This design comes from an exercise in tuning for a short achievable clock period and few clock cycles on the open sky130 flow, not from production work. At most, simulation tests tie the RTL to the original design; equivalence was not proved. Only the layout flow was run in runs 3 and 4; the RTL was not checked for function there. No activity file was given, so power comes from the tool's default toggle rates.

### run.sh
#!/bin/bash
# synth_recipe.tcl (not shown) runs the flow's synth.tcl, then flattens the netlist and writes it again
# the make line also repeats each setting of config.mk as NAME=value (left out here)
make -C /OpenROAD-flow-scripts/flow DESIGN_CONFIG=/design/flow/config.mk WORK_HOME=/design/flow/orfs CLKGATE_MAP_FILE= SYNTH_SCRIPT=/design/flow/synth_recipe.tcl finish
### config.mk
export PLATFORM = sky130hd
export DESIGN_NAME = mips_core
export DESIGN_NICKNAME = mips_core
export VERILOG_FILES = /design/flow/design.v
export SDC_FILE = /design/flow/constraint.sdc
export NUM_CORES = 4
export LEC_CHECK = 0
export ABC_CLOCK_PERIOD_IN_PS = 2500
export CAP_MARGIN = 20
export CORE_MARGIN = 2
export CORE_UTILIZATION = 40
export SETUP_SLACK_MARGIN = 4.3
export SLEW_MARGIN = 20
export SYNTH_HIERARCHICAL = 1
export SYNTH_MINIMUM_KEEP_SIZE = 0
### constraint.sdc
create_clock -name core_clock -period 6.5 [get_ports {clk}]
set_input_delay 1.3000 -clock core_clock [delete_from_list [all_inputs] [get_ports {clk}]]
set_output_delay 1.3000 -clock core_clock [all_outputs]
set_load 0.01 [all_outputs]
### design.v
package mips_pkg;
    typedef logic [32-1:0]       word_t;
    typedef logic [5-1:0] reg_addr_t;
    typedef enum logic [5:0] {
        OP_SPECIAL = 6'h00,
        OP_BEQ     = 6'h04,
        OP_BNE     = 6'h05,
        OP_ADDIU   = 6'h09,
        OP_ORI     = 6'h0d,
        OP_LW      = 6'h23,
        OP_SW      = 6'h2b
    } opcode_e;
    typedef enum logic [5:0] {
        F_ADDU = 6'h21,
        F_SUBU = 6'h23,
        F_AND  = 6'h24,
        F_OR   = 6'h25,
        F_XOR  = 6'h26,
        F_SLT  = 6'h2a
    } funct_e;
    typedef struct packed {
        logic [5:0] opcode;
        reg_addr_t  rs;
        reg_addr_t  rt;
        reg_addr_t  rd;
        logic [4:0] shamt;
        logic [5:0] funct;
    } instr_t;
    typedef enum logic [2:0] {
        ALU_ADD,
        ALU_SUB,
        ALU_AND,
        ALU_OR,
        ALU_XOR,
        ALU_SLT
    } alu_op_e;
    typedef struct packed {
        alu_op_e alu_op;
        logic    use_imm;        
        logic    imm_zero_ext;
        logic    gpr_we;
        logic    wa_is_rd;       
        logic    mem_read;
        logic    mem_write;
        logic    branch;
        logic    branch_ne;
    } ctrl_t;
    typedef enum logic [1:0] {
        FWD_REG,
        FWD_MEM,
        FWD_WB
    } fwd_sel_e;
    function automatic word_t fwd_select(fwd_sel_e sel, word_t reg_val, word_t mem_val,
                                         word_t wb_val);
        word_t val;
        case (sel)
            mips_pkg::FWD_MEM: val = mem_val;
            mips_pkg::FWD_WB:  val = wb_val;
            default: val = reg_val;
        endcase
        fwd_select = val;
    endfunction
endpackage
`timescale 1ns/1ns
module ks_nand (input logic a, b, output logic y);
    assign y = ~(a & b);
endmodule
module ks_nor (input logic a, b, output logic y);
    assign y = ~(a | b);
endmodule
module ks_xor (input logic a, b, output logic y);
    assign y = a ^ b;
endmodule
module ks_inv (input logic a, output logic y);
    assign y = ~a;
endmodule
module ks_cell_t (input logic gh, ph, gl, pl, output logic gn, pn);
    assign gn = ~(gh | (ph & gl));
    assign pn = ~(ph & pl);
endmodule
module ks_cell_n (input logic gnh, pnh, gnl, pnl, output logic g, p);
    assign g = ~(gnh & (pnh | gnl));
    assign p = ~(pnh | pnl);
endmodule
module ks_add32 (
    input  logic [31:0] x,
    input  logic [31:0] y,
    output logic [31:0] s
);
    logic [31:0] p;
    logic [31:0] g [6];
    logic [31:0] t [6];
    for (genvar i = 0; i < 32; i++) begin : g_leaf
        ks_xor  u_p (.a(x[i]), .b(y[i]), .y(p[i]));
        ks_nand u_g (.a(x[i]), .b(y[i]), .y(g[0][i]));
        ks_nor  u_t (.a(x[i]), .b(y[i]), .y(t[0][i]));
    end
    for (genvar l = 1; l <= 5; l++) begin : g_lvl
        localparam int D = 1 << (l - 1);
        for (genvar i = 0; i < 32; i++) begin : g_bit
            if (i < D) begin : g_pass
                ks_inv u_g (.a(g[l-1][i]), .y(g[l][i]));
                ks_inv u_t (.a(t[l-1][i]), .y(t[l][i]));
            end else if (l % 2 == 1) begin : g_n
                ks_cell_n u_c (.gnh(g[l-1][i]), .pnh(t[l-1][i]), .gnl(g[l-1][i-D]),
                               .pnl(t[l-1][i-D]), .g(g[l][i]), .p(t[l][i]));
            end else begin : g_t
                ks_cell_t u_c (.gh(g[l-1][i]), .ph(t[l-1][i]), .gl(g[l-1][i-D]),
                               .pl(t[l-1][i-D]), .gn(g[l][i]), .pn(t[l][i]));
            end
        end
    end
    assign s[0] = p[0];
    for (genvar i = 1; i < 32; i++) begin : g_sum
        ks_xor u_s (.a(p[i]), .b(g[5][i-1]), .y(s[i]));
    end
endmodule
module ks_eq32 (
    input  logic [31:0] x,
    input  logic [31:0] y,
    output logic        eq
);
    logic [31:0] d;
    logic [15:0] e1;     
    logic [7:0]  n2;     
    logic [3:0]  e3;
    logic [1:0]  n4;
    for (genvar i = 0; i < 32; i++) begin : g_d
        ks_xor u_d (.a(x[i]), .b(y[i]), .y(d[i]));
    end
    for (genvar i = 0; i < 16; i++) begin : g_1
        ks_nor u_e (.a(d[2*i]), .b(d[2*i+1]), .y(e1[i]));
    end
    for (genvar i = 0; i < 8; i++) begin : g_2
        ks_nand u_n (.a(e1[2*i]), .b(e1[2*i+1]), .y(n2[i]));
    end
    for (genvar i = 0; i < 4; i++) begin : g_3
        ks_nor u_e (.a(n2[2*i]), .b(n2[2*i+1]), .y(e3[i]));
    end
    for (genvar i = 0; i < 2; i++) begin : g_4
        ks_nand u_n (.a(e3[2*i]), .b(e3[2*i+1]), .y(n4[i]));
    end
    ks_nor u_eq (.a(n4[0]), .b(n4[1]), .y(eq));
endmodule
module ks_majn (input logic a, b, c, output logic y);
    assign y = ~((a & b) | (c & (a | b)));
endmodule
module ks_add32c (
    input  logic [31:0] x,
    input  logic [31:0] y,
    input  logic        ci,
    output logic [31:0] s,
    output logic        c31      
);
    logic [31:0] p;
    logic [31:0] g [6];
    logic [31:0] t [6];
    ks_xor  u_p0 (.a(x[0]), .b(y[0]), .y(p[0]));
    ks_majn u_g0 (.a(x[0]), .b(y[0]), .c(ci), .y(g[0][0]));
    assign t[0][0] = 1'b1;
    for (genvar i = 1; i < 32; i++) begin : g_leaf
        ks_xor  u_p (.a(x[i]), .b(y[i]), .y(p[i]));
        ks_nand u_g (.a(x[i]), .b(y[i]), .y(g[0][i]));
        ks_nor  u_t (.a(x[i]), .b(y[i]), .y(t[0][i]));
    end
    for (genvar l = 1; l <= 5; l++) begin : g_lvl
        localparam int D = 1 << (l - 1);
        for (genvar i = 0; i < 32; i++) begin : g_bit
            if (i < D) begin : g_pass
                ks_inv u_g (.a(g[l-1][i]), .y(g[l][i]));
                ks_inv u_t (.a(t[l-1][i]), .y(t[l][i]));
            end else if (l % 2 == 1) begin : g_n
                ks_cell_n u_c (.gnh(g[l-1][i]), .pnh(t[l-1][i]), .gnl(g[l-1][i-D]),
                               .pnl(t[l-1][i-D]), .g(g[l][i]), .p(t[l][i]));
            end else begin : g_t
                ks_cell_t u_c (.gh(g[l-1][i]), .ph(t[l-1][i]), .gl(g[l-1][i-D]),
                               .pl(t[l-1][i-D]), .gn(g[l][i]), .pn(t[l][i]));
            end
        end
    end
    ks_xor u_s0 (.a(p[0]), .b(ci), .y(s[0]));
    assign c31 = g[5][30];
    for (genvar i = 1; i < 32; i++) begin : g_sum
        ks_xor u_s (.a(p[i]), .b(g[5][i-1]), .y(s[i]));
    end
endmodule
module ks_nand3 (input logic a, b, c, output logic y);
    assign y = ~(a & b & c);
endmodule
module ks_mux2i (input logic s, a, b, output logic y);
    assign y = ~(s ? a : b);
endmodule
module ks_a21oi (input logic a, b, c, output logic y);
    assign y = ~((a & b) | c);
endmodule
module ks_pick (
    input  logic        kill,
    input  logic        c,
    input  logic [10:0] q,
    input  logic [10:0] n,
    input  logic [10:0] e,
    output logic        y
);
    logic [11:0] u;      
    logic [3:0]  v;
    logic [1:0]  w;
    ks_inv u_c (.a(c), .y(u[11]));
    for (genvar k = 0; k < 11; k++) begin : g_t
        ks_mux2i u_t (.s(e[k]), .a(q[k]), .b(n[k]), .y(u[k]));
    end
    for (genvar k = 0; k < 4; k++) begin : g_v
        ks_nand3 u_v (.a(u[3*k]), .b(u[3*k+1]), .c(u[3*k+2]), .y(v[k]));
    end
    for (genvar k = 0; k < 2; k++) begin : g_w
        ks_nor u_w (.a(v[2*k]), .b(v[2*k+1]), .y(w[k]));
    end
    ks_a21oi u_y (.a(w[0]), .b(w[1]), .c(kill), .y(y));
endmodule
`timescale 1ns/1ns
module mips_core (
    input  logic            clk,
    input  logic            rst,
    output mips_pkg::word_t iport_addr_o,
    input  mips_pkg::word_t iport_data_i,
    output mips_pkg::word_t dport_addr_o,
    output mips_pkg::word_t dport_wdata_o,
    output logic            dport_we_o,
    output logic            dport_re_o,
    input  mips_pkg::word_t dport_rdata_i
);
    typedef logic [31:0] word_t;
    typedef logic [4:0]  ra_t;
    localparam int NID = 6;
    localparam int NEX = 3;
    word_t pc;
    word_t id_instr;
    word_t id_pc4;
    word_t id_ra, id_rb;             
    logic  id_a_ex, id_a_ld, id_a_res, id_a_wb, id_a_rf;
    logic  id_b_ex, id_b_ld, id_b_res, id_b_wb, id_b_rf;
    logic            id_bc;
    logic [NID-1:0]  id_bq, id_bn;
    logic            id_zp, id_zq_r, id_zq_f, id_zn_r, id_zn_f;
    logic            id_kill;        
    logic            id_we_f;        
    ra_t             id_wa_f;
    word_t ex_a, ex_b, ex_t;         
    word_t ex_nimm;                  
    logic  ex_a_res, ex_b_pos, ex_b_neg, ex_t_res;
    logic  ex_sub, ex_add, ex_and, ex_or, ex_xor, ex_slt;
    logic  ex_ld, ex_st, ex_we;
    ra_t   ex_wa;
    logic            ex_mc;
    logic [NEX-1:0]  ex_mq, ex_mn;
    word_t mem_res;
    word_t mem_addr;                 
    word_t mem_wdata;
    logic  mem_ld, mem_st, mem_we;
    logic  mem_ldv;                  
    ra_t   mem_wa;
    word_t wb_data;
    logic  wb_we;
    ra_t   wb_wa;
    word_t regs [1:31];
    logic [5:0]  op, fn;
    ra_t         rd, rt;
    logic [15:0] imm;
    logic        d_r, d_addu, d_subu, d_and, d_or, d_xor, d_slt;
    logic        d_addiu, d_ori, d_lw, d_sw, d_beq, d_bne, d_br;
    logic        d_we;
    ra_t         d_wa;
    assign op  = id_instr[31:26];
    assign rt  = id_instr[20:16];
    assign rd  = id_instr[15:11];
    assign fn  = id_instr[5:0];
    assign imm = id_instr[15:0];
    assign d_addu  = op == 6'h00 && fn == 6'h21;
    assign d_subu  = op == 6'h00 && fn == 6'h23;
    assign d_and   = op == 6'h00 && fn == 6'h24;
    assign d_or    = op == 6'h00 && fn == 6'h25;
    assign d_xor   = op == 6'h00 && fn == 6'h26;
    assign d_slt   = op == 6'h00 && fn == 6'h2a;
    assign d_r     = d_addu | d_subu | d_and | d_or | d_xor | d_slt;
    assign d_addiu = op == 6'h09;
    assign d_ori   = op == 6'h0d;
    assign d_lw    = op == 6'h23;
    assign d_sw    = op == 6'h2b;
    assign d_beq   = op == 6'h04;
    assign d_bne   = op == 6'h05;
    assign d_br    = d_beq | d_bne;
    assign d_wa = id_wa_f;
    assign d_we = id_we_f && !id_kill;
    logic d_use_rs, d_use_rt, stall;
    assign d_use_rs = d_r | d_addiu | d_ori | d_lw | d_sw | d_br;
    assign d_use_rt = d_r | d_sw | d_br;
    assign stall    = ex_ld && ((id_a_ex && d_use_rs) || (id_b_ex && d_use_rt));
    ra_t   f_rs, f_rt;
    word_t f_ra, f_rb;
    assign f_rs = iport_data_i[25:21];
    assign f_rt = iport_data_i[20:16];
    logic [5:0] f_op, f_fn;
    logic       f_r, f_we;
    ra_t        f_wa;
    assign f_op = iport_data_i[31:26];
    assign f_fn = iport_data_i[5:0];
    assign f_r  = f_op == 6'h00 && (f_fn == 6'h21 || f_fn == 6'h23 || f_fn == 6'h24 ||
                                    f_fn == 6'h25 || f_fn == 6'h26 || f_fn == 6'h2a);
    assign f_wa = f_r ? iport_data_i[15:11] : iport_data_i[20:16];
    assign f_we = (f_r || f_op == 6'h09 || f_op == 6'h0d || f_op == 6'h23) && f_wa != 5'd0;
    assign f_ra = (f_rs == 5'd0) ? 32'd0 : (wb_we && wb_wa == f_rs) ? wb_data : regs[f_rs];
    assign f_rb = (f_rt == 5'd0) ? 32'd0 : (wb_we && wb_wa == f_rt) ? wb_data : regs[f_rt];
    logic f_a_ex, f_a_mem, f_a_wb, f_b_ex, f_b_mem, f_b_wb;
    assign f_a_ex  = d_we   && d_wa   == f_rs;
    assign f_a_mem = ex_we  && ex_wa  == f_rs;
    assign f_a_wb  = mem_we && mem_wa == f_rs;
    assign f_b_ex  = d_we   && d_wa   == f_rt;
    assign f_b_mem = ex_we  && ex_wa  == f_rt;
    assign f_b_wb  = mem_we && mem_wa == f_rt;
    logic n_a_ex, n_a_ld, n_a_res, n_a_wb, n_a_rf;
    logic n_b_ex, n_b_ld, n_b_res, n_b_wb, n_b_rf;
    assign n_a_ex  = f_a_ex;
    assign n_a_ld  = !f_a_ex && f_a_mem && ex_ld;
    assign n_a_res = !f_a_ex && f_a_mem && !ex_ld;
    assign n_a_wb  = !f_a_ex && !f_a_mem && f_a_wb;
    assign n_a_rf  = !f_a_ex && !f_a_mem && !f_a_wb;
    assign n_b_ex  = f_b_ex;
    assign n_b_ld  = !f_b_ex && f_b_mem && ex_ld;
    assign n_b_res = !f_b_ex && f_b_mem && !ex_ld;
    assign n_b_wb  = !f_b_ex && !f_b_mem && f_b_wb;
    assign n_b_rf  = !f_b_ex && !f_b_mem && !f_b_wb;
    logic            f_br, f_bne, f_late, f_same, f_bc;
    logic [NID-1:0]  f_pair;
    assign f_br   = iport_data_i[31:27] == 5'b00010;
    assign f_bne  = iport_data_i[26];
    logic f_zpat, f_z_af;
    assign f_zpat = f_br && d_addiu && !id_kill &&
                    ((n_a_ex && f_rt == 5'd0) || (n_b_ex && f_rs == 5'd0));
    assign f_z_af = id_a_ex;         
    assign f_late = (n_a_ex || n_b_ex || n_a_ld || n_b_ld) && !f_zpat;
    assign f_same = (n_a_res && n_b_res) || (n_a_wb && n_b_wb);
    assign f_pair = {(n_a_res && n_b_wb) || (n_a_wb && n_b_res),
                     n_a_wb && n_b_rf,
                     n_a_res && n_b_rf,
                     n_a_rf && n_b_wb,
                     n_a_rf && n_b_res,
                     n_a_rf && n_b_rf};
    assign f_bc   = f_br && (f_late || (f_same && !f_bne));
    word_t val_a, val_b;
    assign val_a = ({32{id_a_ld}}  & dport_rdata_i)
                 | ({32{id_a_res}} & mem_res)
                 | ({32{id_a_wb}}  & wb_data)
                 | ({32{id_a_rf}}  & id_ra);
    assign val_b = ({32{id_b_ld}}  & dport_rdata_i)
                 | ({32{id_b_res}} & mem_res)
                 | ({32{id_b_wb}}  & wb_data)
                 | ({32{id_b_rf}}  & id_rb);
    word_t imm_ext;
    logic  d_use_imm;
    assign imm_ext   = d_ori ? {16'h0, imm} : {{16{imm[15]}}, imm};
    assign d_use_imm = d_addiu | d_ori | d_lw | d_sw;
    word_t id_target;
    logic  id_late;
    ks_add32 u_target_add (.x(id_pc4), .y({{14{imm[15]}}, imm, 2'b00}), .s(id_target));
    assign id_late = (id_a_ex || id_b_ex || id_a_ld || id_b_ld) && !id_zp;
    logic [NID-1:0] id_eq;
    ks_eq32 u_eq_rf_rf  (.x(id_ra),   .y(id_rb),   .eq(id_eq[0]));
    ks_eq32 u_eq_rf_res (.x(id_ra),   .y(mem_res), .eq(id_eq[1]));
    ks_eq32 u_eq_rf_wb  (.x(id_ra),   .y(wb_data), .eq(id_eq[2]));
    ks_eq32 u_eq_res_rf (.x(mem_res), .y(id_rb),   .eq(id_eq[3]));
    ks_eq32 u_eq_wb_rf  (.x(wb_data), .y(id_rb),   .eq(id_eq[4]));
    ks_eq32 u_eq_res_wb (.x(mem_res), .y(wb_data), .eq(id_eq[5]));
    logic eq_z_r, eq_z_f;
    ks_eq32 u_eq_z_r (.x(ex_a),    .y(ex_nimm), .eq(eq_z_r));
    ks_eq32 u_eq_z_f (.x(mem_res), .y(ex_nimm), .eq(eq_z_f));
    word_t nimm;
    ks_add32c u_nimm (.x(~{{16{imm[15]}}, imm}), .y(32'd0), .ci(1'b1), .s(nimm), .c31());
    logic [3:0] id_redirect;
    for (genvar k = 0; k < 4; k++) begin : g_redirect
        ks_pick u_pick (.kill(id_kill || stall), .c(id_bc),
                        .q({3'd0, id_zq_f, id_zq_r, id_bq}), .n({3'd0, id_zn_f, id_zn_r, id_bn}),
                        .e({3'd0, eq_z_f, eq_z_r, id_eq}), .y(id_redirect[k]));
    end
    word_t a, b, t;
    word_t sum;
    word_t alu;
    logic  c31, slt;
    assign a = ({32{ex_a_res}} & mem_res) | ex_a;
    assign b = ({32{ex_b_pos}} & mem_res) | ({32{ex_b_neg}} & ~mem_res) | ex_b;
    assign t = ({32{ex_t_res}} & mem_res) | ex_t;
    ks_add32c u_alu_add (.x(a), .y(b), .ci(ex_sub), .s(sum), .c31(c31));
    logic slt_and_n, slt_or_n;
    ks_nand u_slt_and (.a(a[31]), .b(b[31]), .y(slt_and_n));
    ks_nor  u_slt_or  (.a(a[31]), .b(b[31]), .y(slt_or_n));
    ks_mux2i u_slt (.s(c31), .a(slt_and_n), .b(slt_or_n), .y(slt));
    word_t logic_res;
    always_comb begin
        for (int i = 0; i < 32; i++) begin
            logic_res[i] = (a[i] ^ b[i]) ? (ex_or | ex_xor) : (a[i] & (ex_and | ex_or));
        end
    end
    assign alu = ({32{ex_add}} & sum) | logic_res | {31'd0, ex_slt & slt};
    logic [NEX-1:0] ex_eq;
    ks_eq32 u_eq_at (.x(ex_a),    .y(ex_t),    .eq(ex_eq[0]));
    ks_eq32 u_eq_mt (.x(mem_res), .y(ex_t),    .eq(ex_eq[1]));
    ks_eq32 u_eq_am (.x(ex_a),    .y(mem_res), .eq(ex_eq[2]));
    logic [8:0] mispredict;
    for (genvar k = 0; k < 9; k++) begin : g_mispredict
        ks_pick u_pick (.kill(1'b0), .c(ex_mc), .q({8'd0, ex_mn}), .n({8'd0, ex_mq}),
                        .e({8'd0, ex_eq}), .y(mispredict[k]));
    end
    word_t pc4;
    ks_add32 u_pc_inc (.x(pc), .y(32'd4), .s(pc4));
    assign iport_addr_o = pc;
    word_t pc_seq, pc_tgt, pc_fall_n, pc_pick_n, pc_next;
    assign pc_seq    = rst ? 32'd0 : (stall ? pc : pc4);
    assign pc_tgt    = rst ? 32'd0 : id_target;
    assign pc_fall_n = rst ? 32'hffff_ffff : ~id_pc4;
    for (genvar i = 0; i < 32; i++) begin : g_pc_next
        ks_mux2i u_pick (.s(id_redirect[i / 8]), .a(pc_tgt[i]), .b(pc_seq[i]), .y(pc_pick_n[i]));
        ks_mux2i u_next (.s(mispredict[i / 8]), .a(pc_fall_n[i]), .b(pc_pick_n[i]), .y(pc_next[i]));
    end
    always_ff @(posedge clk) begin
        pc <= pc_next;
    end
    always_ff @(posedge clk) begin
        for (int i = 0; i < 32; i++) begin
            if (rst || mispredict[4 + i / 8]) begin
                id_instr[i] <= 1'b0;         
            end else if (!stall) begin
                id_instr[i] <= iport_data_i[i];
            end
        end
        id_kill <= rst || mispredict[8];
        if (!stall) begin
            id_we_f  <= f_we;
            id_wa_f  <= f_wa;
            id_bc    <= f_bc;
            id_bq    <= (f_br && !f_late && !f_zpat && !f_bne) ? f_pair : '0;
            id_bn    <= (f_br && !f_late && !f_zpat && f_bne) ? f_pair : '0;
            id_zp    <= f_zpat;
            id_zq_r  <= f_zpat && !f_bne && !f_z_af;
            id_zq_f  <= f_zpat && !f_bne && f_z_af;
            id_zn_r  <= f_zpat && f_bne && !f_z_af;
            id_zn_f  <= f_zpat && f_bne && f_z_af;
            id_pc4   <= pc4;
            id_ra    <= f_ra;
            id_rb    <= f_rb;
            id_a_ex  <= n_a_ex;
            id_a_ld  <= n_a_ld;
            id_a_res <= n_a_res;
            id_a_wb  <= n_a_wb;
            id_a_rf  <= n_a_rf;
            id_b_ex  <= n_b_ex;
            id_b_ld  <= n_b_ld;
            id_b_res <= n_b_res;
            id_b_wb  <= n_b_wb;
            id_b_rf  <= n_b_rf;
        end else begin
            id_bc    <= d_br;
            id_bq    <= '0;
            id_bn    <= '0;
            id_zp    <= 1'b0;
            id_zq_r  <= 1'b0;
            id_zq_f  <= 1'b0;
            id_zn_r  <= 1'b0;
            id_zn_f  <= 1'b0;
            if (id_a_wb) id_ra <= wb_data;
            if (id_b_wb) id_rb <= wb_data;
            id_a_ex  <= 1'b0;
            id_a_ld  <= id_a_ex;
            id_a_res <= 1'b0;
            id_a_wb  <= id_a_ld || id_a_res;
            id_a_rf  <= id_a_wb || id_a_rf;
            id_b_ex  <= 1'b0;
            id_b_ld  <= id_b_ex;
            id_b_res <= 1'b0;
            id_b_wb  <= id_b_ld || id_b_res;
            id_b_rf  <= id_b_wb || id_b_rf;
        end
    end
    logic           e_a_res, e_a_reg, e_t_res, e_t_reg, e_late_br;
    logic [NEX-1:0] e_pair;
    assign e_a_res   = id_a_ex;
    assign e_a_reg   = !id_a_ex;
    assign e_t_res   = id_b_ex;
    assign e_t_reg   = !id_b_ex;
    assign e_late_br = d_br && id_late;
    assign e_pair    = {e_a_reg && e_t_res, e_a_res && e_t_reg, e_a_reg && e_t_reg};
    always_ff @(posedge clk) begin
        ex_a      <= id_a_ex ? 32'd0 : val_a;
        ex_b      <= d_use_imm ? imm_ext : (id_b_ex ? 32'd0 : ((d_subu | d_slt) ? ~val_b : val_b));
        ex_t      <= id_b_ex ? 32'd0 : val_b;
        ex_nimm   <= nimm;
        ex_a_res  <= e_a_res;
        ex_b_pos  <= id_b_ex && !d_use_imm && !(d_subu | d_slt);
        ex_b_neg  <= id_b_ex && !d_use_imm && (d_subu | d_slt);
        ex_t_res  <= e_t_res;
        ex_wa     <= d_wa;
        ex_sub    <= d_subu | d_slt;
        ex_add    <= d_addu | d_subu | d_addiu | d_lw | d_sw;
        ex_and    <= d_and;
        ex_or     <= d_or | d_ori;
        ex_xor    <= d_xor;
        ex_slt    <= d_slt;
        if (rst || stall) begin
            ex_mc <= 1'b0;
            ex_mq <= '0;
            ex_mn <= '0;
            ex_ld <= 1'b0;
            ex_st <= 1'b0;
            ex_we <= 1'b0;
        end else begin
            ex_mc <= e_late_br && d_bne && e_a_res && e_t_res;
            ex_mq <= (e_late_br && !d_bne) ? e_pair : '0;
            ex_mn <= (e_late_br && d_bne) ? e_pair : '0;
            ex_ld <= d_lw;
            ex_st <= d_sw;
            ex_we <= d_we;
        end
    end
    always_ff @(posedge clk) begin
        mem_res   <= alu;
        mem_addr  <= sum;
        mem_wdata <= t;
        mem_wa    <= ex_wa;
        if (rst) begin
            mem_ld  <= 1'b0;
            mem_ldv <= 1'b0;
            mem_st  <= 1'b0;
            mem_we  <= 1'b0;
        end else begin
            mem_ld  <= ex_ld;
            mem_ldv <= ex_ld && ex_we;
            mem_st  <= ex_st;
            mem_we  <= ex_we;
        end
    end
    assign dport_addr_o  = mem_addr;
    assign dport_wdata_o = mem_wdata;
    assign dport_we_o    = mem_st;
    assign dport_re_o    = mem_ld;
    always_ff @(posedge clk) begin
        wb_data <= mem_ldv ? dport_rdata_i : mem_res;
        wb_wa   <= mem_wa;
        wb_we   <= rst ? 1'b0 : mem_we;
    end
    always_ff @(posedge clk) begin
        if (wb_we) regs[wb_wa] <= wb_data;
    end
endmodule
==> results of run 1 <==
[power groups by stage]
stage / combinational (W) / sequential, W / clock (W)
after CTS: 0.00725 / 0.0118 / 0.00933
after detailed placement: 0.00578 / 0.0121 / 0
after global routing: 0.00844 / 0.0118 / 0.00970
after global placement: 0.00575 / 0.0121 / 0
final: 0.00797 / 0.0118 / 0.00930
after floorplan: 0.00410 / 0.0117 / 0
[sequential cells by signal (all words and copies together), names as in the netlist, 3 cells and up]
name,cells
ex_a,32
ex_b,32
ex_mn,3
ex_mq,3
ex_nimm,32
ex_t,32
ex_wa,5
id_bn,6
id_bq,6
id_instr,22
id_pc4,32
id_ra,32
id_rb,32
id_wa_f,5
mem_addr,32
mem_res,32
mem_wa,5
mem_wdata,32
pc,32
regs,992
wb_data,32
wb_wa,5
[placed cells by master, fill, tap and decap left out, types with 101 or more instances in the layout]
cell type,n
edfxtp_1,1094
xor2_1,609
nand2_1,579
mux2i_1,538
nor2_1,522
conb_1,430
buf_4,339
mux4_2,319
o21ai_2,263
a21oi_2,229
dfxtp_1,194
a21oi_1,184
clkbuf_16,173
inv_1,150
buf_6,145
nor2_4,134
dfxtp_4,118
buf_12,105
buf_16,101
[cell type report]
cell class,instances,area (um2),area share (%)
well taps,2672,3340,3.15
repair buffers,842,11400,10.7
diodes,9,22.5,0.0212
clock buffers,199,4240,4.00
multi-input cells,5253,44300,41.7
flip-flops and latches,1473,41000,38.6
inverters,193,848,0.799
repair inverters,1,8.76,0.00825
clock inverters,98,1070,1.01
[stage by stage]
step / std cells / hold slack (ns)
floorplan: 7265 / 0.326
global placement: 9851 / 0.383
detailed placement: 9851 / 0.384
CTS: 10600 / 0.377
global route: 10700 / 0.381
finish: 10700 / 0.365
[worst paths after layout]
path	endpoint	slack [ns]	cells after the start
setup / recovery	pc[7]$_DFF_P_	3.76	15
hold / removal	wb_wa[4]$_DFF_P_	0.36	0
setup reg to reg	pc[7]$_DFF_P_	3.76	15
hold reg to reg	wb_wa[4]$_DFF_P_	0.36	0
[routing by layer]
metal	wire [um]	vias to the layer above	track usage [%]
met5	54	-	0
met4	22800	8	17.9
met3	37900	1012	6.95
met2	149000	4320	48.2
met1	122000	31800	39.9
li1	-	27300	-
[worst max-delay path, stage by stage (launching register included)]
cell and delay (ns):
edfxtp_1 0.38, buf_6 0.17, xor2_1 0.16, nor2_1 0.12, nand2_1 0.09, nor2_4 0.14, nand2_2 0.14, nor2_4 0.25
buf_6 0.13, mux2i_1 0.17, nand3_1 0.14, nor2_4 0.17, a21oi_4 0.07, buf_12 0.15, mux2i_1 0.16, mux2i_1 0.10
[what timing repair did]
item / 4_1_cts / 5_1_grt
setup buffers: 366 / 117
hold buffers: 0 / 0
gates cloned: 89 / 11
gates resized for setup: 1516 / 482
pin swaps: 171 / 218
setup endpoints to repair: 1386 / 504
==> flow_metrics.py, run 1 <==
metrics = {
    "timing": {
        "slew_violations": 0,
        "min_period_over_period_pct": 42.2,
        "hold_violations": 0,
        "setup_viol": 0,
        "fin_setup_tns_ns": 0,
        "max_slew_margin_pct": 32.9,
        "fmax_mhz": 365,
        "skew_ns": 0.0701,
        "worst_slew_pin_slew_ns": 1.01,
        "min_period_ns": 2.74,
        "setup_ws_ns": 3.76,
        "rsz0062_at_grt": "true",
    },
    "power_and_ir_drop": {
        "p_int_w": 0.0193,
        "power.net_switching_w": 0.00975,
        "power-per-cell-area_nw_per_um2": 274,
        "power.share.clock_pct": 32.0,
        "power_w": 0.0291,
        "pwr-share-seq_pct": 40.6,
        "irDropWorstVdd_v": 0.000233,
        "p_leak_nw": 39.8,
        "switching_share_pct": 33.5,
        "p_comb_share_pct": 27.4,
    },
    "critical_path": {
        "worstSetupPathType": "flop to flop",
        "cp_max_fo": 8,
        "startpoint_type": "flop",
        "arrival_ns": 3.42,
        "crit_required_ns": 7.18,
        "worstReg2RegStart": "id_ra[21]$_DFFE_PP_",
        "end_kind": "flop",
        "startpoint": "id_ra[21]$_DFFE_PP_",
    },
    "route": {
        "wl_per_cell_um": 30.9,
        "drc_errors": 0,
        "drt-total-wl_um": 332000,
        "via_per_inst": 6.00,
        "ant_nets": 0,
        "drt-pass1-iter-count": 6,
        "drt-initial-drc-count": 9495,
        "dr_total_vias": 64400,
    },
    "layout": {
        "nets": 7990,
        "syn_to_final_growth_pct": 31.1,
        "fillers": 16700,
        "post-route-util_pct": 52.6,
        "drive_gt1_share_pct": 35.1,
        "fin_area_um2": 106000,
    },
    "place": {
        "pre_cts_ws_ns": 2.21,
        "gp_congestion": 0.913,
        "dpl_cell_area_um2": 87600,
        "dpl.hpwl_um": 187000,
        "port-buffer-count": 163,
    },
    "floorplanning": {
        "num_rows": 165,
        "start_util_pct": 40.1,
        "die_width_um": 454,
        "coreArea_um2": 202000,
        "die_area_um2": 206000,
        "die_y_um": 454,
        "ios": 164,
    },
    "global_routing": {
        "antenna_found_initial": 14,
        "grt_pass1_vias": 61200,
        "grt_max_degree": 93,
        "grt_pass1_wl_um": 455000,
        "grt_use_total_pct": 31.0,
        "overflow": 0,
    },
    "clocking": {
        "clockBufferDepth": 3,
        "cts_num_sinks": 1473,
        "clkSlewWorstSetupHoldPaths_ns": 0.06,
        "tritoncts": "built",
        "root_buffer": "clkbuf_16",
        "htree_levels": 4,
        "cts_buffers": 160,
        "clock_latency_ns": 0.87,
    },
    "yosys": {
        "syn_avg_cell_area_um2": 11.8,
        "synth.cell_area_um2": 81000,
        "synth_cells": 6837,
        "yosys_warnings": 15,
    },
    "hold_path": {
        "hp-class": "flop to flop",
        "min_from": "mem_wa[4]$_DFF_P_",
    },
    "flow_run": {
        "maxCapViolCount": 0,
    },
    "outcome": {
        "status": "no timing/DRC/antenna violations",
    },
}
Testbench counts, summed over its fixed seeds: cycles 72,335.
==> run 2: changes to the inputs <==
--- a/design.v
+++ b/design.v
@@ -249,2 +249,3 @@
     logic  ex_a_res, ex_b_pos, ex_b_neg, ex_t_res;
+    logic  ex_a_ld, ex_b_ld, ex_t_ld;    
     logic  ex_sub, ex_add, ex_and, ex_or, ex_xor, ex_slt;
@@ -292,6 +293,7 @@
     assign d_we = id_we_f && !id_kill;
-    logic d_use_rs, d_use_rt, stall;
-    assign d_use_rs = d_r | d_addiu | d_ori | d_lw | d_sw | d_br;
-    assign d_use_rt = d_r | d_sw | d_br;
-    assign stall    = ex_ld && ((id_a_ex && d_use_rs) || (id_b_ex && d_use_rt));
+    logic stall;
+    logic d_add_rs, d_add_rt;
+    assign d_add_rs = d_addu | d_subu | d_slt | d_addiu | d_lw | d_sw | d_br;
+    assign d_add_rt = d_addu | d_subu | d_slt | d_br;
+    assign stall    = ex_ld && ((id_a_ex && d_add_rs) || (id_b_ex && d_add_rt));
     ra_t   f_rs, f_rt;
@@ -388,3 +390,6 @@
     assign b = ({32{ex_b_pos}} & mem_res) | ({32{ex_b_neg}} & ~mem_res) | ex_b;
-    assign t = ({32{ex_t_res}} & mem_res) | ex_t;
+    assign t = ({32{ex_t_res}} & mem_res) | ({32{ex_t_ld}} & dport_rdata_i) | ex_t;
+    word_t la, lb;
+    assign la = ({32{ex_a_res}} & mem_res) | ({32{ex_a_ld}} & dport_rdata_i) | ex_a;
+    assign lb = ({32{ex_b_pos}} & mem_res) | ({32{ex_b_ld}} & dport_rdata_i) | ex_b;
     ks_add32c u_alu_add (.x(a), .y(b), .ci(ex_sub), .s(sum), .c31(c31));
@@ -397,3 +402,3 @@
         for (int i = 0; i < 32; i++) begin
-            logic_res[i] = (a[i] ^ b[i]) ? (ex_or | ex_xor) : (a[i] & (ex_and | ex_or));
+            logic_res[i] = (la[i] ^ lb[i]) ? (ex_or | ex_xor) : (la[i] & (ex_and | ex_or));
         end
@@ -482,5 +487,5 @@
     logic [NEX-1:0] e_pair;
-    assign e_a_res   = id_a_ex;
+    assign e_a_res   = id_a_ex && !ex_ld;
     assign e_a_reg   = !id_a_ex;
-    assign e_t_res   = id_b_ex;
+    assign e_t_res   = id_b_ex && !ex_ld;
     assign e_t_reg   = !id_b_ex;
@@ -494,5 +499,8 @@
         ex_a_res  <= e_a_res;
-        ex_b_pos  <= id_b_ex && !d_use_imm && !(d_subu | d_slt);
-        ex_b_neg  <= id_b_ex && !d_use_imm && (d_subu | d_slt);
+        ex_b_pos  <= id_b_ex && !ex_ld && !d_use_imm && !(d_subu | d_slt);
+        ex_b_neg  <= id_b_ex && !ex_ld && !d_use_imm && (d_subu | d_slt);
         ex_t_res  <= e_t_res;
+        ex_a_ld   <= id_a_ex && ex_ld;
+        ex_b_ld   <= id_b_ex && ex_ld && !d_use_imm;
+        ex_t_ld   <= id_b_ex && ex_ld;
         ex_wa     <= d_wa;
==> flow_metrics.py, run 2 <==
metrics = {
    "critical_path": {
        "worstSetupPathType": "flop to flop",
        "end_kind": "flop",
        "cp_max_fo": 8,
        "crit_required_ns": 7.17,
        "startpoint_type": "flop",
        "arrival_ns": 3.37,
    },
    "clocking": {
        "clkSlewWorstSetupHoldPaths_ns": 0.06,
        "root_buffer": "clkbuf_16",
        "cts_buffers": 158,
        "hold_buffers": 0,
        "clock_latency_ns": 0.84,
        "tritoncts": "built",
        "htree_levels": 4,
        "clockBufferDepth": 3,
        "cts_num_sinks": 1476,
    },
    "place": {
        "dpl_cell_area_um2": 87700,
        "numPlacedInstances": 9730,
        "port-buffer-count": 163,
        "gp_congestion": 0.959,
        "dpl.hpwl_um": 176000,
    },
    "timing": {
        "min_period_ns": 2.70,
        "fmax_mhz": 370,
        "worst_slew_pin_slew_ns": 1.01,
        "rsz0062_at_grt": "true",
        "hold_violations": 0,
        "setup_viol": 0,
        "min_period_over_period_pct": 41.5,
        "skew_ns": 0.0754,
        "slew_violations": 0,
        "max_slew_margin_pct": 32.5,
        "fin_setup_tns_ns": 0,
    },
    "layout": {
        "syn_to_final_growth_pct": 29.0,
        "top_register": "regs",
        "final_cells": 10500,
        "largest_reg_flops": 992,
        "layout_common_cells": "edfxtp_1, xor2_1, nand2_1, nor2_1, conb_1",
        "nets": 7787,
        "fillers": 16800,
        "fin_area_um2": 105000,
        "final_common_cell": "edfxtp_1",
        "drive_gt1_share_pct": 34.6,
    },
    "yosys": {
        "synth.cell_area_um2": 81000,
        "syn_avg_cell_area_um2": 12.1,
        "synth_cells": 6709,
        "yosys_warnings": 15,
    },
    "power_and_ir_drop": {
        "p_int_w": 0.0192,
        "p_leak_nw": 38.6,
        "power.share.clock_pct": 32.1,
        "p_comb_share_pct": 26.7,
        "switching_share_pct": 33.0,
        "power.net_switching_w": 0.00946,
        "power-per-cell-area_nw_per_um2": 274,
        "irDropWorstVdd_v": 0.000249,
        "pwr-share-seq_pct": 41.2,
    },
    "floorplanning": {
        "coreArea_um2": 202000,
        "start_util_pct": 40.2,
        "die_y_um": 454,
        "ios": 164,
        "die_width_um": 454,
        "num_rows": 165,
        "die_area_um2": 206000,
    },
    "global_routing": {
        "grt_pass1_vias": 60100,
        "antenna_found_initial": 18,
        "overflow": 0,
        "grt_max_degree": 64,
        "grt_pass1_wl_um": 431000,
        "grt_use_total_pct": 29.1,
    },
    "route": {
        "dr_total_vias": 63000,
        "ant_nets": 0,
        "via_per_inst": 5.98,
        "drt-initial-drc-count": 8068,
        "drt-total-wl_um": 313000,
        "wl_per_cell_um": 29.7,
        "drt-pass1-iter-count": 6,
        "drc_errors": 0,
    },
    "outcome": {
        "status": "no timing/DRC/antenna violations",
    },
    "hold_path": {
        "hp-class": "flop to flop",
    },
    "flow_run": {
        "maxCapViolCount": 0,
    },
}
==> run 2: path summary, 6_finish.rpt <==
| kind | start | endpoint | slack [ns] | cells after the start |
|---|---|---|---|---|
| max | id_ra[27]$_DFFE_PP_ | pc[30]$_DFF_P_ | 3.80 | 13 |
| min | ex_wa[2]$_DFF_P_ | mem_wa[2]$_DFF_P_ | 0.40 | 0 |
| max reg2reg | id_ra[27]$_DFFE_PP_ | pc[30]$_DFF_P_ | 3.80 | 13 |
| min reg2reg | ex_wa[2]$_DFF_P_ | mem_wa[2]$_DFF_P_ | 0.40 | 0 |
==> run 2: repair_timing <==
action | in CTS | in global routing
pin swaps | 236 | 139
resized for setup | 1435 | 337
cloned | 80 | 10
buffers inserted | 326 | 87
endpoints found under the setup margin | 1427 | 724
==> run 2: through the flow <==
| step | utilization [%] | setup slack, ns | hold slack [ns] | power, W |
|---|---|---|---|---|
| 6_report | 51.8 | 3.80 | 0.400 | 0.0286 |
| 5_1_grt | 51.8 | 3.69 | 0.401 | 0.0296 |
| 4_1_cts | 50.6 | 3.83 | 0.400 | 0.0281 |
| 3_5_place_dp | 43.5 | 1.87 | 0.384 | 0.0178 |
| 3_3_place_gp | 43.5 | 1.88 | 0.383 | 0.0178 |
| 2_1_floorplan | - | 3.42 | 0.373 | 0.0158 |
==> run 2: final cells by class <==
class | count | area [um2] | area share (%)
flip-flops and latches | 1476 | 41000 | 39.2
multi-input cells | 5164 | 44200 | 42.2
inverters | 161 | 701 | 0.670
diodes | 9 | 22.5 | 0.0215
clock inverters | 89 | 967 | 0.925
repair buffers | 754 | 10100 | 9.64
clock buffers | 201 | 4270 | 4.08
repair inverters | 6 | 66.3 | 0.0634
well taps | 2672 | 3340 | 3.20
==> run 2: critical path: stages (launching register included) <==
cell and delay (ns):
edfxtp_1 0.53, xor2_1 0.20, nor2_1 0.12, nand2_1 0.11
nor2_2 0.15, nand2_2 0.13, nor2_4 0.24, mux2i_1 0.22
nand3_1 0.15, nor2_4 0.19, a21oi_4 0.08, buf_12 0.15
mux2i_1 0.15, mux2i_1 0.10
==> run 2: layer usage <==
metal | vias up | GRT usage (%) | share of wire [%]
li1 | 26800 | - | -
met5 | - | 0 | 0.012
met3 | 917 | 6.64 | 11
met4 | 6 | 14.2 | 6.3
met2 | 3788 | 46.1 | 45
met1 | 31500 | 37.6 | 38
==> run 2: power by group through the flow <==
stage | logic (W) | clock network [W] | registers (W)
6_report | 0.00764 | 0.00920 | 0.0118
2_1_floorplan | 0.00406 | 0 | 0.0117
3_3_place_gp | 0.00566 | 0 | 0.0121
4_1_cts | 0.00703 | 0.00927 | 0.0118
3_5_place_dp | 0.00570 | 0 | 0.0121
5_1_grt | 0.00816 | 0.00964 | 0.0118
Testbench counts of run 2, summed over its fixed seeds: cycles 71,881.
==> run 3: changes to the inputs <==
--- a/design.v
+++ b/design.v
@@ -218,2 +218,8 @@
 endmodule
+module ks_slt (input logic a, b, c, output logic y);
+    logic and_n, or_n;
+    ks_nand  u_and (.a(a), .b(b), .y(and_n));
+    ks_nor   u_or  (.a(a), .b(b), .y(or_n));
+    ks_mux2i u_y   (.s(c), .a(and_n), .b(or_n), .y(y));
+endmodule
 `timescale 1ns/1ns
@@ -246,2 +252,3 @@
     ra_t             id_wa_f;
+    logic            id_use_rs, id_use_rt;
     word_t ex_a, ex_b, ex_t;         
@@ -249,3 +256,5 @@
     logic  ex_a_res, ex_b_pos, ex_b_neg, ex_t_res;
-    logic  ex_a_ld, ex_b_ld, ex_t_ld;    
+    logic  ex_s_rr, ex_s_fr, ex_s_rp, ex_s_rn, ex_s_ff;
+    logic  ex_as_rr, ex_as_fr, ex_as_rp, ex_as_rn, ex_as_ff;
+    logic  ex_ss_rr, ex_ss_fr, ex_ss_rp, ex_ss_rn;
     logic  ex_sub, ex_add, ex_and, ex_or, ex_xor, ex_slt;
@@ -294,6 +303,3 @@
     logic stall;
-    logic d_add_rs, d_add_rt;
-    assign d_add_rs = d_addu | d_subu | d_slt | d_addiu | d_lw | d_sw | d_br;
-    assign d_add_rt = d_addu | d_subu | d_slt | d_br;
-    assign stall    = ex_ld && ((id_a_ex && d_add_rs) || (id_b_ex && d_add_rt));
+    assign stall = ex_ld && !id_kill && ((id_a_ex && id_use_rs) || (id_b_ex && id_use_rt));
     ra_t   f_rs, f_rt;
@@ -311,2 +317,12 @@
     assign f_we = (f_r || f_op == 6'h09 || f_op == 6'h0d || f_op == 6'h23) && f_wa != 5'd0;
+    logic f_use_rs, f_use_rt;
+    assign f_use_rs = f_r || f_op == 6'h09 || f_op == 6'h0d || f_op == 6'h23 || f_op == 6'h2b ||
+                      f_op == 6'h04 || f_op == 6'h05;
+    assign f_use_rt = f_r || f_op == 6'h2b || f_op == 6'h04 || f_op == 6'h05;
+    ra_t   h_rs, h_rt;
+    word_t h_ra, h_rb;
+    assign h_rs = id_instr[25:21];
+    assign h_rt = id_instr[20:16];
+    assign h_ra = (h_rs == 5'd0) ? 32'd0 : (wb_we && wb_wa == h_rs) ? wb_data : regs[h_rs];
+    assign h_rb = (h_rt == 5'd0) ? 32'd0 : (wb_we && wb_wa == h_rt) ? wb_data : regs[h_rt];
     assign f_ra = (f_rs == 5'd0) ? 32'd0 : (wb_we && wb_wa == f_rs) ? wb_data : regs[f_rs];
@@ -387,14 +403,20 @@
     word_t alu;
-    logic  c31, slt;
+    logic  slt;
     assign a = ({32{ex_a_res}} & mem_res) | ex_a;
     assign b = ({32{ex_b_pos}} & mem_res) | ({32{ex_b_neg}} & ~mem_res) | ex_b;
-    assign t = ({32{ex_t_res}} & mem_res) | ({32{ex_t_ld}} & dport_rdata_i) | ex_t;
-    word_t la, lb;
-    assign la = ({32{ex_a_res}} & mem_res) | ({32{ex_a_ld}} & dport_rdata_i) | ex_a;
-    assign lb = ({32{ex_b_pos}} & mem_res) | ({32{ex_b_ld}} & dport_rdata_i) | ex_b;
-    ks_add32c u_alu_add (.x(a), .y(b), .ci(ex_sub), .s(sum), .c31(c31));
-    logic slt_and_n, slt_or_n;
-    ks_nand u_slt_and (.a(a[31]), .b(b[31]), .y(slt_and_n));
-    ks_nor  u_slt_or  (.a(a[31]), .b(b[31]), .y(slt_or_n));
-    ks_mux2i u_slt (.s(c31), .a(slt_and_n), .b(slt_or_n), .y(slt));
+    assign t = ({32{ex_t_res}} & mem_res) | ex_t;
+    word_t mem_res_n, s_rr, s_fr, s_rp, s_rn;
+    logic  c_rr, c_fr, c_rp, c_rn;
+    assign mem_res_n = ~mem_res;
+    ks_add32c u_add_rr (.x(ex_a),    .y(ex_b),      .ci(ex_sub), .s(s_rr), .c31(c_rr));
+    ks_add32c u_add_fr (.x(mem_res), .y(ex_b),      .ci(ex_sub), .s(s_fr), .c31(c_fr));
+    ks_add32c u_add_rp (.x(ex_a),    .y(mem_res),   .ci(ex_sub), .s(s_rp), .c31(c_rp));
+    ks_add32c u_add_rn (.x(ex_a),    .y(mem_res_n), .ci(ex_sub), .s(s_rn), .c31(c_rn));
+    assign sum = ({32{ex_s_rr}} & s_rr) | ({32{ex_s_fr}} & s_fr) | ({32{ex_s_rp}} & s_rp)
+               | ({32{ex_s_rn}} & s_rn) | ({32{ex_s_ff}} & {mem_res[30:0], 1'b0});
+    logic slt_rr, slt_fr, slt_rn;
+    ks_slt u_slt_rr (.a(ex_a[31]),    .b(ex_b[31]),      .c(c_rr), .y(slt_rr));
+    ks_slt u_slt_fr (.a(mem_res[31]), .b(ex_b[31]),      .c(c_fr), .y(slt_fr));
+    ks_slt u_slt_rn (.a(ex_a[31]),    .b(mem_res_n[31]), .c(c_rn), .y(slt_rn));
+    assign slt = (ex_ss_rr & slt_rr) | (ex_ss_fr & slt_fr) | (ex_ss_rn & slt_rn);
     word_t logic_res;
@@ -402,6 +424,8 @@
         for (int i = 0; i < 32; i++) begin
-            logic_res[i] = (la[i] ^ lb[i]) ? (ex_or | ex_xor) : (la[i] & (ex_and | ex_or));
+            logic_res[i] = (a[i] ^ b[i]) ? (ex_or | ex_xor) : (a[i] & (ex_and | ex_or));
         end
     end
-    assign alu = ({32{ex_add}} & sum) | logic_res | {31'd0, ex_slt & slt};
+    assign alu = ({32{ex_as_rr}} & s_rr) | ({32{ex_as_fr}} & s_fr) | ({32{ex_as_rp}} & s_rp)
+               | ({32{ex_as_rn}} & s_rn) | ({32{ex_as_ff}} & {mem_res[30:0], 1'b0})
+               | logic_res | {31'd0, slt};
     logic [NEX-1:0] ex_eq;
@@ -441,2 +465,4 @@
             id_wa_f  <= f_wa;
+            id_use_rs <= f_use_rs;
+            id_use_rt <= f_use_rt;
             id_bc    <= f_bc;
@@ -471,4 +497,4 @@
             id_zn_f  <= 1'b0;
-            if (id_a_wb) id_ra <= wb_data;
-            if (id_b_wb) id_rb <= wb_data;
+            id_ra    <= h_ra;
+            id_rb    <= h_rb;
             id_a_ex  <= 1'b0;
@@ -487,5 +513,5 @@
     logic [NEX-1:0] e_pair;
-    assign e_a_res   = id_a_ex && !ex_ld;
+    assign e_a_res   = id_a_ex;
     assign e_a_reg   = !id_a_ex;
-    assign e_t_res   = id_b_ex && !ex_ld;
+    assign e_t_res   = id_b_ex;
     assign e_t_reg   = !id_b_ex;
@@ -493,2 +519,6 @@
     assign e_pair    = {e_a_reg && e_t_res, e_a_res && e_t_reg, e_a_reg && e_t_reg};
+    logic s_af, s_bf, s_add;
+    assign s_af  = id_a_ex;
+    assign s_bf  = id_b_ex && !d_use_imm;
+    assign s_add = d_addu | d_subu | d_addiu | d_lw | d_sw;
     always_ff @(posedge clk) begin
@@ -499,8 +529,18 @@
         ex_a_res  <= e_a_res;
-        ex_b_pos  <= id_b_ex && !ex_ld && !d_use_imm && !(d_subu | d_slt);
-        ex_b_neg  <= id_b_ex && !ex_ld && !d_use_imm && (d_subu | d_slt);
+        ex_b_pos  <= id_b_ex && !d_use_imm && !(d_subu | d_slt);
+        ex_b_neg  <= id_b_ex && !d_use_imm && (d_subu | d_slt);
+        ex_s_rr   <= !s_af && !s_bf;
+        ex_s_fr   <=  s_af && !s_bf;
+        ex_s_rp   <= !s_af &&  s_bf && !(d_subu | d_slt);
+        ex_s_rn   <= !s_af &&  s_bf &&  (d_subu | d_slt);
+        ex_s_ff   <=  s_af &&  s_bf && !(d_subu | d_slt);
+        ex_as_rr  <= s_add && !s_af && !s_bf;
+        ex_as_fr  <= s_add &&  s_af && !s_bf;
+        ex_as_rp  <= s_add && !s_af &&  s_bf && !(d_subu | d_slt);
+        ex_as_rn  <= s_add && !s_af &&  s_bf &&  (d_subu | d_slt);
+        ex_as_ff  <= s_add &&  s_af &&  s_bf && !(d_subu | d_slt);
+        ex_ss_rr  <= d_slt && !s_af && !s_bf;
+        ex_ss_fr  <= d_slt &&  s_af && !s_bf;
+        ex_ss_rn  <= d_slt && !s_af &&  s_bf;
         ex_t_res  <= e_t_res;
-        ex_a_ld   <= id_a_ex && ex_ld;
-        ex_b_ld   <= id_b_ex && ex_ld && !d_use_imm;
-        ex_t_ld   <= id_b_ex && ex_ld;
         ex_wa     <= d_wa;
==> flow_metrics.py, run 3 <==
metrics = {
    "global_routing": {
        "grt_max_degree": 99,
        "antenna_found_initial": 40,
        "grt_pass1_wl_um": 708000,
        "grt_use_total_pct": 37.6,
        "grt_pass1_vias": 92200,
        "overflow": 0,
    },
    "yosys": {
        "synth_cells": 9641,
        "synth.cell_area_um2": 105000,
        "yosys_warnings": 14,
        "syn_avg_cell_area_um2": 10.9,
    },
    "route": {
        "dr_total_vias": 98000,
        "drt-initial-drc-count": 17300,
        "drt-pass1-iter-count": 13,
        "wl_per_cell_um": 36.0,
        "via_per_inst": 6.71,
        "ant_nets": 0,
        "drc_errors": 0,
        "drt-total-wl_um": 526000,
    },
    "power_and_ir_drop": {
        "p_leak_nw": 49.8,
        "p_int_w": 0.0212,
        "pwr-share-seq_pct": 36.4,
        "irDropWorstVdd_v": 0.000257,
        "power.net_switching_w": 0.0127,
        "power.share.clock_pct": 30.4,
        "p_comb_share_pct": 33.1,
        "power_w": 0.0339,
        "power-per-cell-area_nw_per_um2": 246,
        "switching_share_pct": 37.4,
    },
    "critical_path": {
        "worstSetupPathType": "flop to flop",
        "critPathBufInv": 4,
        "cp_common_cell": "mux2i_1",
        "arrival_ns": 3.56,
        "rrSetupSlack_ns": 3.70,
        "rr_worst_depth": 16,
        "max_stage_delay_ns": 0.35,
        "end_kind": "flop",
        "crit_chain": "buf_12 -> buf_6 -> xor2_1 -> nor2_1 -> nand2_1 -> nor2_2 -> nand2_4 -> nor2_4 -> buf_4 -> mux2i_1 -> nand3_1 -> nor2_4 -> a21oi_4 -> buf_12 -> mux2i_1 -> mux2i_1",
        "cp_top_family": "simple AND/OR/NAND/NOR gates",
        "r2r_end": "pc[29]$_DFF_P_",
        "cp_max_fo": 8,
        "cp_slowest_cell": "dfxtp_4",
        "worstReg2RegStart": "mem_res[17]$_DFF_P_",
        "crit_required_ns": 7.26,
        "startpoint_type": "flop",
    },
    "layout": {
        "largest_reg_flops": 992,
        "post-route-util_pct": 52.6,
        "nets": 11000,
        "final_common_cell": "edfxtp_1",
        "drive_gt1_share_pct": 40.3,
        "layout_common_cells": "edfxtp_1, nand2_1, mux4_2, xor2_1, nor2_1",
        "syn_to_final_growth_pct": 30.9,
        "final_cells": 14600,
        "top_register": "regs",
    },
    "place": {
        "port-buffer-count": 163,
        "dpl.hpwl_um": 279000,
        "gp_congestion": 0.974,
        "pre_cts_ws_ns": 2.12,
        "numPlacedInstances": 13300,
    },
    "floorplanning": {
        "die_area_um2": 268000,
        "die_width_um": 517,
        "coreArea_um2": 262000,
        "num_rows": 188,
        "die_y_um": 517,
        "ios": 164,
        "start_util_pct": 40.2,
    },
    "timing": {
        "min_period_over_period_pct": 43.1,
        "setup_ws_ns": 3.70,
        "fmax_mhz": 357,
        "worst_slew_pin_slew_ns": 1.21,
        "max_slew_margin_pct": 19.6,
        "rsz0062_at_grt": "true",
        "setup_viol": 0,
        "min_period_ns": 2.80,
        "skew_ns": 0.0815,
        "hold_violations": 0,
        "slew_violations": 0,
        "fin_setup_tns_ns": 0,
    },
    "hold_path": {
        "min_from": "mem_wa[2]$_DFF_P_",
        "worst_hold_path.endpoint": "wb_wa[2]$_DFF_P_",
        "hp-class": "flop to flop",
        "holdPathStages": 0,
    },
    "clocking": {
        "hold_buffers": 0,
        "tritoncts": "built",
        "cts_buffers": 171,
        "root_buffer": "clkbuf_16",
        "cts_num_sinks": 1501,
        "htree_levels": 4,
        "clkSlewWorstSetupHoldPaths_ns": 0.06,
        "clockBufferDepth": 3,
        "clock_latency_ns": 0.91,
    },
    "flow_run": {
        "maxCapViolCount": 0,
    },
    "outcome": {
        "status": "no timing/DRC/antenna violations",
    },
}
## run 3: repair_timing
item | 4_1_cts | 5_1_grt
cloned | 95 | 14
buffers inserted | 634 | 193
endpoints found under the hold margin | 0 | 0
gates resized for setup | 1985 | 532
pin swaps | 424 | 284
setup endpoints to repair | 1427 | 600
## run 3: power by group through the flow
stage / registers (W) / clock network (W) / logic [W]
global route: 0.0123 / 0.0107 / 0.0117
finish: 0.0124 / 0.0103 / 0.0112
detailed placement: 0.0127 / 0 / 0.00782
CTS: 0.0123 / 0.0103 / 0.0101
floorplan: 0.0119 / 0 / 0.00567
global placement: 0.0127 / 0 / 0.00775
## run 3: per-layer routing
layer	wire length [um]	track usage (%)	vias to the layer above	share of wire [%]
li1	-	-	38700	-
met1	172000	43.9	47700	33
met2	216000	53.8	8955	41
met3	83000	16.1	2714	16
met4	53600	30.1	32	10
met5	534	0.0360	-	0.10
## run 3: cell type report
class,instances,area [um2]
Fill cell,21900,124000
Tap cell,3515,4400
Sequential cell,1501,41200
Antenna cell,32,80.1
Clock buffer,228,4750
Timing Repair Buffer,1234,16200
Inverter,284,1230
Clock inverter,94,1170
Timing Repair inverter,2,17.5
Multi-Input combinational cell,7721,69000
## run 3: worst max path at each step
| stage | cells past startpoint | start | slack (ns) | endpoint |
|---|---|---|---|---|
| 2_1_floorplan | 8 | iport_data_i[16] | 3.40 | id_rb[13]$_DFF_P_ |
| 3_3_place_gp | 7 | iport_data_i[16] | 2.13 | id_rb[6]$_DFF_P_ |
| 3_5_place_dp | 7 | iport_data_i[16] | 2.12 | id_rb[6]$_DFF_P_ |
| 4_1_cts | 1 | pc[13]$_DFF_P_ | 3.75 | iport_addr_o[13] |
| 5_1_grt | 16 | mem_res[25]$_DFF_P_ | 3.66 | pc[29]$_DFF_P_ |
| 6_report | 16 | mem_res[17]$_DFF_P_ | 3.70 | pc[29]$_DFF_P_ |
## run 3: stage by stage
| stage | hold WS, ns | instance area [um2] |
|---|---|---|
| 2_1_floorplan | 0.373 | 109000 |
| 3_5_place_dp | 0.385 | 113000 |
| 5_1_grt | 0.402 | 138000 |
| 6_report | 0.394 | 138000 |
| 3_3_place_gp | 0.386 | 113000 |
| 4_1_cts | 0.382 | 134000 |
==> run 4: changes to the inputs <==
--- a/design.v
+++ b/design.v
@@ -248,3 +248,2 @@
     logic [NID-1:0]  id_bq, id_bn;
-    logic            id_zp, id_zq_r, id_zq_f, id_zn_r, id_zn_f;
     logic            id_kill;        
@@ -254,3 +253,2 @@
     word_t ex_a, ex_b, ex_t;         
-    word_t ex_nimm;                  
     logic  ex_a_res, ex_b_pos, ex_b_neg, ex_t_res;
@@ -352,7 +350,3 @@
     assign f_bne  = iport_data_i[26];
-    logic f_zpat, f_z_af;
-    assign f_zpat = f_br && d_addiu && !id_kill &&
-                    ((n_a_ex && f_rt == 5'd0) || (n_b_ex && f_rs == 5'd0));
-    assign f_z_af = id_a_ex;         
-    assign f_late = (n_a_ex || n_b_ex || n_a_ld || n_b_ld) && !f_zpat;
+    assign f_late = n_a_ex || n_b_ex || n_a_ld || n_b_ld;
     assign f_same = (n_a_res && n_b_res) || (n_a_wb && n_b_wb);
@@ -381,3 +375,3 @@
     ks_add32 u_target_add (.x(id_pc4), .y({{14{imm[15]}}, imm, 2'b00}), .s(id_target));
-    assign id_late = (id_a_ex || id_b_ex || id_a_ld || id_b_ld) && !id_zp;
+    assign id_late = id_a_ex || id_b_ex || id_a_ld || id_b_ld;
     logic [NID-1:0] id_eq;
@@ -389,12 +383,6 @@
     ks_eq32 u_eq_res_wb (.x(mem_res), .y(wb_data), .eq(id_eq[5]));
-    logic eq_z_r, eq_z_f;
-    ks_eq32 u_eq_z_r (.x(ex_a),    .y(ex_nimm), .eq(eq_z_r));
-    ks_eq32 u_eq_z_f (.x(mem_res), .y(ex_nimm), .eq(eq_z_f));
-    word_t nimm;
-    ks_add32c u_nimm (.x(~{{16{imm[15]}}, imm}), .y(32'd0), .ci(1'b1), .s(nimm), .c31());
     logic [3:0] id_redirect;
     for (genvar k = 0; k < 4; k++) begin : g_redirect
-        ks_pick u_pick (.kill(id_kill || stall), .c(id_bc),
-                        .q({3'd0, id_zq_f, id_zq_r, id_bq}), .n({3'd0, id_zn_f, id_zn_r, id_bn}),
-                        .e({3'd0, eq_z_f, eq_z_r, id_eq}), .y(id_redirect[k]));
+        ks_pick u_pick (.kill(id_kill || stall), .c(id_bc), .q({5'd0, id_bq}), .n({5'd0, id_bn}),
+                        .e({5'd0, id_eq}), .y(id_redirect[k]));
     end
@@ -468,9 +456,4 @@
             id_bc    <= f_bc;
-            id_bq    <= (f_br && !f_late && !f_zpat && !f_bne) ? f_pair : '0;
-            id_bn    <= (f_br && !f_late && !f_zpat && f_bne) ? f_pair : '0;
-            id_zp    <= f_zpat;
-            id_zq_r  <= f_zpat && !f_bne && !f_z_af;
-            id_zq_f  <= f_zpat && !f_bne && f_z_af;
-            id_zn_r  <= f_zpat && f_bne && !f_z_af;
-            id_zn_f  <= f_zpat && f_bne && f_z_af;
+            id_bq    <= (f_br && !f_late && !f_bne) ? f_pair : '0;
+            id_bn    <= (f_br && !f_late && f_bne) ? f_pair : '0;
             id_pc4   <= pc4;
@@ -492,7 +475,2 @@
             id_bn    <= '0;
-            id_zp    <= 1'b0;
-            id_zq_r  <= 1'b0;
-            id_zq_f  <= 1'b0;
-            id_zn_r  <= 1'b0;
-            id_zn_f  <= 1'b0;
             id_ra    <= h_ra;
@@ -527,3 +505,2 @@
         ex_t      <= id_b_ex ? 32'd0 : val_b;
-        ex_nimm   <= nimm;
         ex_a_res  <= e_a_res;
==> flow_metrics.py, run 4 <==
metrics = {
    "timing": {
        "fin_setup_tns_ns": 0,
        "fmax_mhz": 364,
        "skew_ns": 0.0981,
        "rsz0062_at_grt": "true",
        "hold_violations": 0,
        "setup_viol": 0,
        "worst_slew_pin_slew_ns": 1.35,
        "min_period_ns": 2.74,
        "max_slew_margin_pct": 10.2,
        "min_period_over_period_pct": 42.2,
        "slew_violations": 0,
    },
    "critical_path": {
        "crit_required_ns": 7.23,
        "cp_max_fo": 8,
        "startpoint_type": "flop",
        "worstSetupPathType": "flop to flop",
        "end_kind": "flop",
        "arrival_ns": 3.48,
        "rr_worst_depth": 13,
    },
    "clocking": {
        "root_buffer": "clkbuf_16",
        "clock_latency_ns": 0.93,
        "cts_num_sinks": 1464,
        "tritoncts": "built",
        "htree_levels": 4,
        "clkSlewWorstSetupHoldPaths_ns": 0.06,
        "cts_buffers": 169,
        "clockBufferDepth": 3,
    },
    "hold_path": {
        "holdPathStages": 0,
        "hp-class": "flop to flop",
    },
    "yosys": {
        "synth_cells": 9217,
        "yosys_warnings": 14,
        "syn_avg_cell_area_um2": 11.1,
        "synth.cell_area_um2": 102000,
    },
    "flow_run": {
        "maxCapViolCount": 0,
    },
    "global_routing": {
        "grt_max_degree": 80,
        "grt_pass1_wl_um": 729000,
        "grt_use_total_pct": 40.4,
        "antenna_found_initial": 46,
        "grt_pass1_vias": 92800,
        "overflow": 0,
    },
    "layout": {
        "fin_area_um2": 137000,
        "top_register": "regs",
        "syn_to_final_growth_pct": 34.0,
        "final_common_cell": "edfxtp_1",
        "fillers": 20900,
        "layout_common_cells": "edfxtp_1, nand2_1, mux2i_1, mux4_2, xor2_1",
        "nets": 10600,
        "post-route-util_pct": 53.8,
        "drive_gt1_share_pct": 42.2,
        "final_cells": 14100,
        "largest_reg_flops": 992,
    },
    "floorplanning": {
        "die_width_um": 509,
        "num_rows": 185,
        "ios": 164,
        "start_util_pct": 40.2,
        "coreArea_um2": 254000,
        "die_area_um2": 259000,
        "die_y_um": 509,
    },
    "route": {
        "drt-initial-drc-count": 19700,
        "dr_total_vias": 99000,
        "wl_per_cell_um": 38.9,
        "via_per_inst": 7.03,
        "drt-pass1-iter-count": 17,
        "ant_nets": 0,
        "drt-total-wl_um": 548000,
        "drc_errors": 0,
    },
    "power_and_ir_drop": {
        "irDropWorstVdd_v": 0.000335,
        "power-per-cell-area_nw_per_um2": 260,
        "p_leak_nw": 48.8,
    },
    "place": {
        "numPlacedInstances": 12700,
        "dpl.hpwl_um": 290000,
        "port-buffer-count": 163,
        "gp_congestion": 0.981,
        "dpl_cell_area_um2": 109000,
    },
    "outcome": {
        "status": "no timing/DRC/antenna violations",
    },
}
-- run 4: through the flow --
step                      hold WS [ns]  setup slack, ns  total power (W)
after global routing             0.337             3.71           0.0362
after detailed placement         0.380             2.09           0.0212
after CTS                        0.314             3.73           0.0340
after floorplan                  0.326             3.53           0.0179
final                            0.317             3.76           0.0355
after global placement           0.380             2.04           0.0211
-- run 4: where the power goes --
| group | switching, W | internal, W |
|---|---|---|
| clock network | 0.00446 | 0.00584 |
| logic | 0.00797 | 0.00493 |
| registers | 0.00136 | 0.0109 |
-- run 4: what timing repair did --
action | in CTS | in global routing
pin swaps | 482 | 342
setup buffers | 794 | 136
endpoints found under the hold margin | 0 | 0
endpoints found under the setup margin | 1393 | 499
hold buffers | 0 | 0
resized for setup | 2231 | 534
gates cloned | 114 | 11
-- run 4: path summary, 6_finish.rpt --
path	start	endpoint	slack (ns)
setup reg to reg	id_rb[7]$_DFF_P_	pc[8]$_DFF_P_	3.76
hold / removal	ex_wa[4]$_DFF_P_	mem_wa[4]$_DFF_P_	0.32
hold reg to reg	ex_wa[4]$_DFF_P_	mem_wa[4]$_DFF_P_	0.32
setup / recovery	id_rb[7]$_DFF_P_	pc[8]$_DFF_P_	3.76
-- run 4: critical path, cell delays in order (launching register included) --
cell and delay (ns):
dfxtp_1 0.66, xor2_1 0.16, nor2_1 0.16, nand2_1 0.08
nor2_1 0.12, nand2_1 0.09, nor2_4 0.17, mux2i_1 0.26
nand3_1 0.13, nor2_2 0.16, a21oi_4 0.08, buf_12 0.16
mux2i_1 0.11, mux2i_1 0.21
-- run 4: per-layer routing --
layer / vias up / share of wire [%] / global-route usage, % / wire length [um]
li1: 37600 / - / - / -
met1: 48000 / 32 / 45.8 / 177000
met3: 3302 / 17 / 20.6 / 92400
met5: - / 0.23 / 1.63 / 1280
met4: 40 / 11 / 33.5 / 60300
met2: 9999 / 40 / 56.3 / 217000
-- run 4: area by class of cell --
| class | count | area [um2] | area share, % |
|---|---|---|---|
| Timing Repair inverter | 1 | 8.76 | 0.00641 |
| Sequential cell | 1464 | 40400 | 29.6 |
| Clock buffer | 218 | 4640 | 3.39 |
| Antenna cell | 37 | 92.6 | 0.0678 |
| Timing Repair Buffer | 1373 | 17900 | 13.1 |
| Clock inverter | 97 | 1290 | 0.944 |
| Multi-Input combinational cell | 7291 | 66900 | 49.0 |
| Inverter | 240 | 1040 | 0.764 |
| Tap cell | 3366 | 4210 | 3.08 |

==> separate check: timing with driven ports <==
The results above use ideal ports. As a check the final layouts listed here were re-extracted and re-timed, cells and wires unchanged.
Step 1 assumes that a clkbuf_16 drives the clock port and a buf_2 every other input.
Step 2 also shifts input and output timing later by t, the mid clock arrival at the registers, as if the neighbouring blocks saw the same clock.
Slacks: ideal ports / drivers / drivers and shift; pairs: ideal ports / drivers.
| run | t (ns) | setup slack, ns | worst slew at a driven data input, ns |
|---|---|---|---|
| run 1 | 0.925 | 3.760 / 3.733 / 2.872 | 0.44 |
| run 2 | 0.896 | 3.800 / 3.347 / 2.451 | 0.73 |
| run 3 | 0.958 | 3.697 / 3.592 / 2.634 | 0.51 |
| run 4 | 0.976 | 3.756 / 3.500 / 2.524 | 0.70 |
After both steps every run listed still meets setup and hold. For run 2, which loses most, drivers alone change the setup slack by -0.453 ns; drivers and shift together by -1.349 ns.
